Context: an optimization exercise on an open-source flow, tuned for small area. The choices shown serve that exercise and are no tape-out recipe.
RTL that was checked went through simulation tests only; none was proved equivalent to the original.
Power figures rest on the tool's default switching activity, not on a simulated workload.

## v6
==> flow/design.v <==
module wb_regfile (
   input  logic        clk,
   input  logic        reset,
   input  logic [31:0] Read_data_in,
   input  logic [31:0] result_in,
   input  logic [31:0] link_in,
   input  logic [4:0]  RtorRd_in,
   input  logic [1:0]  MemtoReg_in,
   input  logic        RegWr_in,
   input  logic        MemRead_in,
   input  logic [4:0]  rs_addr,
   input  logic [4:0]  rt_addr,
   output logic [31:0] rs_data,
   output logic [31:0] rt_data,
   output logic [31:0] wb_data_o,
   output logic [4:0]  wb_addr_o,
   output logic        wb_en_o,
   output logic [31:0] wb_cnt,
   output logic [31:0] load_cnt
);
   logic [31:0] wb_cnt_r;
   logic [31:0] load_cnt_r;
   logic        cnt_en_s;
   logic        cnt_ld_s;
   wb_regfile_core u_core (
      .clk          (clk),
      .reset        (reset),
      .Read_data_in (Read_data_in),
      .result_in    (result_in),
      .link_in      (link_in),
      .RtorRd_in    (RtorRd_in),
      .MemtoReg_in  (MemtoReg_in),
      .RegWr_in     (RegWr_in),
      .rs_addr      (rs_addr),
      .rt_addr      (rt_addr),
      .rs_data      (rs_data),
      .rt_data      (rt_data),
      .wb_data_o    (wb_data_o),
      .wb_addr_o    (wb_addr_o),
      .wb_en_o      (wb_en_o)
   );
   assign cnt_en_s = reset && RegWr_in && (RtorRd_in != 5'd0);
   assign cnt_ld_s = cnt_en_s && MemRead_in && (MemtoReg_in == 2'b01);
   always_ff @(posedge clk or negedge reset) begin
      if (!reset) begin
         wb_cnt_r   <= 32'd0;
         load_cnt_r <= 32'd0;
      end else begin
         if (cnt_en_s) begin
            wb_cnt_r <= wb_cnt_r + 32'd1;
         end
         if (cnt_ld_s) begin
            load_cnt_r <= load_cnt_r + 32'd1;
         end
      end
   end
   assign wb_cnt   = wb_cnt_r;
   assign load_cnt = load_cnt_r;
endmodule

package pipeline_pkg;
   localparam int XLEN   = 32;
   localparam int REG_AW = 5;
   typedef enum logic [1:0] {
      MTR_ALU  = 2'b00,
      MTR_MEM  = 2'b01,
      MTR_LINK = 2'b10,
      MTR_RSVD = 2'b11
   } mtr_sel_e;
   function automatic logic is_load_wb(input logic mem_read, input logic [1:0] mtr);
      is_load_wb = mem_read && (mtr == MTR_MEM);
   endfunction
endpackage
module rf_inv (
   input  logic a,
   output logic y
);
   assign y = ~a;
endmodule
module wb_mux
#(
   parameter int XLEN = pipeline_pkg::XLEN
) (
   input  logic [1:0]      MemtoReg_in,
   input  logic [XLEN-1:0] Read_data_in,
   input  logic [XLEN-1:0] result_in,
   input  logic [XLEN-1:0] link_in,
   output logic [XLEN-1:0] wb_data
);
   logic sel_mem_s;
   logic sel_link_s;
   logic sel_alu_s;
   assign sel_mem_s  = (MemtoReg_in == pipeline_pkg::MTR_MEM);
   assign sel_link_s = (MemtoReg_in == pipeline_pkg::MTR_LINK);
   assign sel_alu_s  = (MemtoReg_in == pipeline_pkg::MTR_ALU) ||
                       (MemtoReg_in == pipeline_pkg::MTR_RSVD);
   for (genvar b = 0; b < XLEN; b++) begin : g_bit
      logic sel_n;
      rf_aoi222 u_aoi (
         .a1 (sel_mem_s),  .a2 (Read_data_in[b]),
         .b1 (sel_link_s), .b2 (link_in[b]),
         .c1 (sel_alu_s),  .c2 (result_in[b]),
         .y  (sel_n)
      );
      rf_inv u_inv (.a (sel_n), .y (wb_data[b]));
   end
endmodule
module rf_aoi222 (
   input  logic a1, a2, b1, b2, c1, c2,
   output logic y
);
   assign y = ~((a1 & a2) | (b1 & b2) | (c1 & c2));
endmodule
module rf_nand2 (
   input  logic a, b,
   output logic y
);
   assign y = ~(a & b);
endmodule
module rf_nand3 (
   input  logic a, b, c,
   output logic y
);
   assign y = ~(a & b & c);
endmodule
module rf_nand4 (
   input  logic a, b, c, d,
   output logic y
);
   assign y = ~(a & b & c & d);
endmodule
module rf_and3 (
   input  logic a, b, c,
   output logic y
);
   assign y = a & b & c;
endmodule
module rf_nor2 (
   input  logic a, b,
   output logic y
);
   assign y = ~(a | b);
endmodule
module rf_or3 (
   input  logic a, b, c,
   output logic y
);
   assign y = a | b | c;
endmodule
module rf_rdbit (
   input  logic [31:1] sel,
   input  logic [31:1] d,
   output logic        y
);
   logic [10:0] p_n;
   logic [2:0]  q;
   for (genvar g = 0; g < 10; g++) begin : g_aoi
      rf_aoi222 u_aoi (
         .a1 (sel[3*g+1]), .a2 (d[3*g+1]),
         .b1 (sel[3*g+2]), .b2 (d[3*g+2]),
         .c1 (sel[3*g+3]), .c2 (d[3*g+3]),
         .y  (p_n[g])
      );
   end
   rf_nand2 u_n31 (.a (sel[31]), .b (d[31]), .y (p_n[10]));
   rf_nand4 u_q0 (.a (p_n[0]), .b (p_n[1]), .c (p_n[2]),  .d (p_n[3]), .y (q[0]));
   rf_nand4 u_q1 (.a (p_n[4]), .b (p_n[5]), .c (p_n[6]),  .d (p_n[7]), .y (q[1]));
   rf_nand3 u_q2 (.a (p_n[8]), .b (p_n[9]), .c (p_n[10]),              .y (q[2]));
   rf_or3   u_y  (.a (q[0]),   .b (q[1]),   .c (q[2]),                 .y (y));
endmodule
module wb_regfile_core
#(
   parameter int XLEN = pipeline_pkg::XLEN,
   parameter int NREG = 32
) (
   input  logic              clk,
   input  logic              reset,
   input  logic [XLEN-1:0]   Read_data_in,
   input  logic [XLEN-1:0]   result_in,
   input  logic [XLEN-1:0]   link_in,
   input  logic [pipeline_pkg::REG_AW-1:0] RtorRd_in,
   input  logic [1:0]        MemtoReg_in,
   input  logic              RegWr_in,
   input  logic [pipeline_pkg::REG_AW-1:0] rs_addr,
   input  logic [pipeline_pkg::REG_AW-1:0] rt_addr,
   output logic [XLEN-1:0]   rs_data,
   output logic [XLEN-1:0]   rt_data,
   output logic [XLEN-1:0]   wb_data_o,
   output logic [pipeline_pkg::REG_AW-1:0] wb_addr_o,
   output logic              wb_en_o
);
   localparam logic [pipeline_pkg::REG_AW-1:0] ZERO_ADDR = {pipeline_pkg::REG_AW{1'b0}};
   logic [XLEN-1:0] regs_r [1:31];
   logic [31:1]     valid_r;
   logic [XLEN-1:0] wb_data_s;
   logic            wb_en_s;
   logic [3:0]      wr_lo_n;
   logic [7:0]      wr_hi_n;
   logic [3:0]      rs_lo;
   logic [7:0]      rs_hi;
   logic [3:0]      rt_lo;
   logic [7:0]      rt_hi;
   logic [31:1]     wr_set_s;
   logic [31:1]     wr_sel_s [2];
   logic [31:1]     rs_sel_s [2];
   logic [31:1]     rt_sel_s [2];
   logic [31:1]     bit_s [XLEN];
   wb_mux #(
      .XLEN (XLEN)
   ) u_wb_mux (
      .MemtoReg_in  (MemtoReg_in),
      .Read_data_in (Read_data_in),
      .result_in    (result_in),
      .link_in      (link_in),
      .wb_data      (wb_data_s)
   );
   assign wb_en_s = reset && RegWr_in && (RtorRd_in != ZERO_ADDR);
   always_comb begin
      for (int k = 0; k < 4; k++) begin
         wr_lo_n[k] = !(RegWr_in && (RtorRd_in[1:0] == 2'(k)));
         rs_lo[k]   = (rs_addr[1:0] == 2'(k));
         rt_lo[k]   = (rt_addr[1:0] == 2'(k));
      end
      for (int j = 0; j < 8; j++) begin
         wr_hi_n[j] = !(RtorRd_in[4:2] == 3'(j));
         rs_hi[j]   = (rs_addr[4:2] == 3'(j));
         rt_hi[j]   = (rt_addr[4:2] == 3'(j));
      end
      for (int i = 1; i < 32; i++) begin
         wr_set_s[i] = !wr_lo_n[i % 4] && !wr_hi_n[i / 4];
      end
   end
   for (genvar h = 0; h < 2; h++) begin : g_half
      for (genvar i = 1; i < 32; i++) begin : g_reg
         rf_nor2 u_wr (.a (wr_lo_n[i % 4]), .b (wr_hi_n[i / 4]), .y (wr_sel_s[h][i]));
         rf_and3 u_rs (.a (valid_r[i]), .b (rs_lo[i % 4]), .c (rs_hi[i / 4]), .y (rs_sel_s[h][i]));
         rf_and3 u_rt (.a (valid_r[i]), .b (rt_lo[i % 4]), .c (rt_hi[i / 4]), .y (rt_sel_s[h][i]));
      end
   end
   always_ff @(posedge clk or negedge reset) begin
      if (!reset) begin
         valid_r <= '0;
      end else begin
         valid_r <= valid_r | wr_set_s;
      end
   end
   always_ff @(posedge clk) begin
      for (int i = 1; i < 32; i++) begin
         if (wr_sel_s[0][i]) begin
            regs_r[i][XLEN/2-1:0] <= wb_data_s[XLEN/2-1:0];
         end
         if (wr_sel_s[1][i]) begin
            regs_r[i][XLEN-1:XLEN/2] <= wb_data_s[XLEN-1:XLEN/2];
         end
      end
   end
   for (genvar b = 0; b < XLEN; b++) begin : g_bit
      for (genvar i = 1; i < 32; i++) begin : g_col
         assign bit_s[b][i] = regs_r[i][b];
      end
      rf_rdbit u_rs (.sel (rs_sel_s[b / (XLEN/2)]), .d (bit_s[b]), .y (rs_data[b]));
      rf_rdbit u_rt (.sel (rt_sel_s[b / (XLEN/2)]), .d (bit_s[b]), .y (rt_data[b]));
   end
   assign wb_data_o = wb_data_s;
   assign wb_addr_o = RtorRd_in;
   assign wb_en_o   = wb_en_s;
endmodule
Settings: LEC_CHECK=0, CAP_MARGIN=10, CORE_MARGIN=2, CORE_UTILIZATION=60, SLEW_MARGIN=10, SYNTH_HIERARCHICAL=1; clock period 8.0 ns.
standard.sh (not shown) runs the stock make flow with config.mk's settings and CLKGATE_MAP_FILE= SYNTH_SCRIPT=/design/flow/synth_recipe.tcl, a recipe that flattens the netlist after the stock synthesis.
==> flow/flow/run.sh <==
#!/bin/bash
# Layout flow: the standard ORFS flow (standard.sh), with these changes in
# how the layout is built:
#  - port buffers are the smallest buffer (buf_1) instead of the default pick;
#  - CTS uses clkbuf_8 with sink clusters of up to 17 and inserts no dummy loads.
# Each tool's full output goes to a log file in this folder.
set -e
export BUFFER_PORTS_ARGS="-buffer_cell sky130_fd_sc_hd__buf_1"
export CTS_ARGS="-sink_clustering_enable -repair_clock_nets -dont_use_dummy_load -buf_list {sky130_fd_sc_hd__clkbuf_8} -sink_clustering_size 17 -sink_clustering_max_diameter 60"
bash standard.sh > standard_flow.log 2>&1
For v7, these inputs were changed with respect to v6:
--- a/flow/design.v
+++ b/flow/design.v
@@ -133,15 +133,15 @@
    input  logic a, b, c,
    output logic y
 );
    assign y = a & b & c;
 endmodule
-module rf_nor2 (
+module rf_and2 (
    input  logic a, b,
    output logic y
 );
-   assign y = ~(a | b);
+   assign y = a & b;
 endmodule
 module rf_or3 (
    input  logic a, b, c,
    output logic y
 );
@@ -192,12 +192,12 @@
    localparam logic [pipeline_pkg::REG_AW-1:0] ZERO_ADDR = {pipeline_pkg::REG_AW{1'b0}};
    logic [XLEN-1:0] regs_r [1:31];
    logic [31:1]     valid_r;
    logic [XLEN-1:0] wb_data_s;
    logic            wb_en_s;
-   logic [3:0]      wr_lo_n;
-   logic [7:0]      wr_hi_n;
+   logic [3:0]      wr_lo;
+   logic [7:0]      wr_hi;
    logic [3:0]      rs_lo;
    logic [7:0]      rs_hi;
    logic [3:0]      rt_lo;
    logic [7:0]      rt_hi;
    logic [31:1]     wr_set_s;
@@ -215,26 +215,26 @@
       .wb_data      (wb_data_s)
    );
    assign wb_en_s = reset && RegWr_in && (RtorRd_in != ZERO_ADDR);
    always_comb begin
       for (int k = 0; k < 4; k++) begin
-         wr_lo_n[k] = !(RegWr_in && (RtorRd_in[1:0] == 2'(k)));
+         wr_lo[k]   = RegWr_in && (RtorRd_in[1:0] == 2'(k));
          rs_lo[k]   = (rs_addr[1:0] == 2'(k));
          rt_lo[k]   = (rt_addr[1:0] == 2'(k));
       end
       for (int j = 0; j < 8; j++) begin
-         wr_hi_n[j] = !(RtorRd_in[4:2] == 3'(j));
+         wr_hi[j]   = (RtorRd_in[4:2] == 3'(j));
          rs_hi[j]   = (rs_addr[4:2] == 3'(j));
          rt_hi[j]   = (rt_addr[4:2] == 3'(j));
       end
       for (int i = 1; i < 32; i++) begin
-         wr_set_s[i] = !wr_lo_n[i % 4] && !wr_hi_n[i / 4];
+         wr_set_s[i] = wr_lo[i % 4] && wr_hi[i / 4];
       end
    end
    for (genvar h = 0; h < 2; h++) begin : g_half
       for (genvar i = 1; i < 32; i++) begin : g_reg
-         rf_nor2 u_wr (.a (wr_lo_n[i % 4]), .b (wr_hi_n[i / 4]), .y (wr_sel_s[h][i]));
+         rf_and2 u_wr (.a (wr_lo[i % 4]), .b (wr_hi[i / 4]), .y (wr_sel_s[h][i]));
          rf_and3 u_rs (.a (valid_r[i]), .b (rs_lo[i % 4]), .c (rs_hi[i / 4]), .y (rs_sel_s[h][i]));
          rf_and3 u_rt (.a (valid_r[i]), .b (rt_lo[i % 4]), .c (rt_hi[i / 4]), .y (rt_sel_s[h][i]));
       end
    end
    always_ff @(posedge clk or negedge reset) begin
==> comparison <==
Compared with v6, v7 ends up with less cell area. Diff v6 -> v7 | initial antenna violation count | increase of 1. Between v6 and v7, the flow reports filler cell count in the final layout increasing by a few percent. ~same total power draw in v7 and v6. v7 vs. v6: cell count now sits lower, die footprint shows an increase of about 0.32%, synthesized cell area shows an increase of 140 um^2, worst reg2reg path depth flat. | synthesized netlist net count | v6 vs v7 | ≈ equal |. v7 finished every stage; the final checks, however, were not passed, the failures being capacitance limit, slew limit. Re synthesis-to-layout area growth: v6 was higher than v7.
The RTL of v6 was laid out without a check of its function.

afterwards: timing with drivers on the ports:
In the flow no input, the clock included, has a driving cell. The finished layouts below were timed again as built, in two steps.
Step 1 sets driving cells, clkbuf_16 on the clock port and buf_2 on the other inputs (assumed; they add their load-dependent delay and slew).
Step 2 adds t to the input delays and takes it off the output delays; t is the mean of the earliest and latest rising clock arrival at the registers after step 1. Input paths then give back, and output paths get back, about the clock's delay inside the block.
a / b / c = ideal ports / drivers / drivers and shift; a / b = the first two.
run | t, ns | setup WS [ns] | worst hold slack (ns) | slew at the worst register clock pin (ns) | pins driven straight from the clock port
v6 | 0.772 | 1.521 / 1.388 / 1.388 | 0.476 / 0.476 / 0.476 | 0.11 / 0.11 | 1
v7 | 0.766 | 1.358 / 1.214 / 1.214 | 0.480 / 0.480 / 0.480 | 0.11 / 0.11 | 1
The setup slack of v7, which loses most, moves by -0.144 ns with the drivers and by -0.144 ns with both steps.
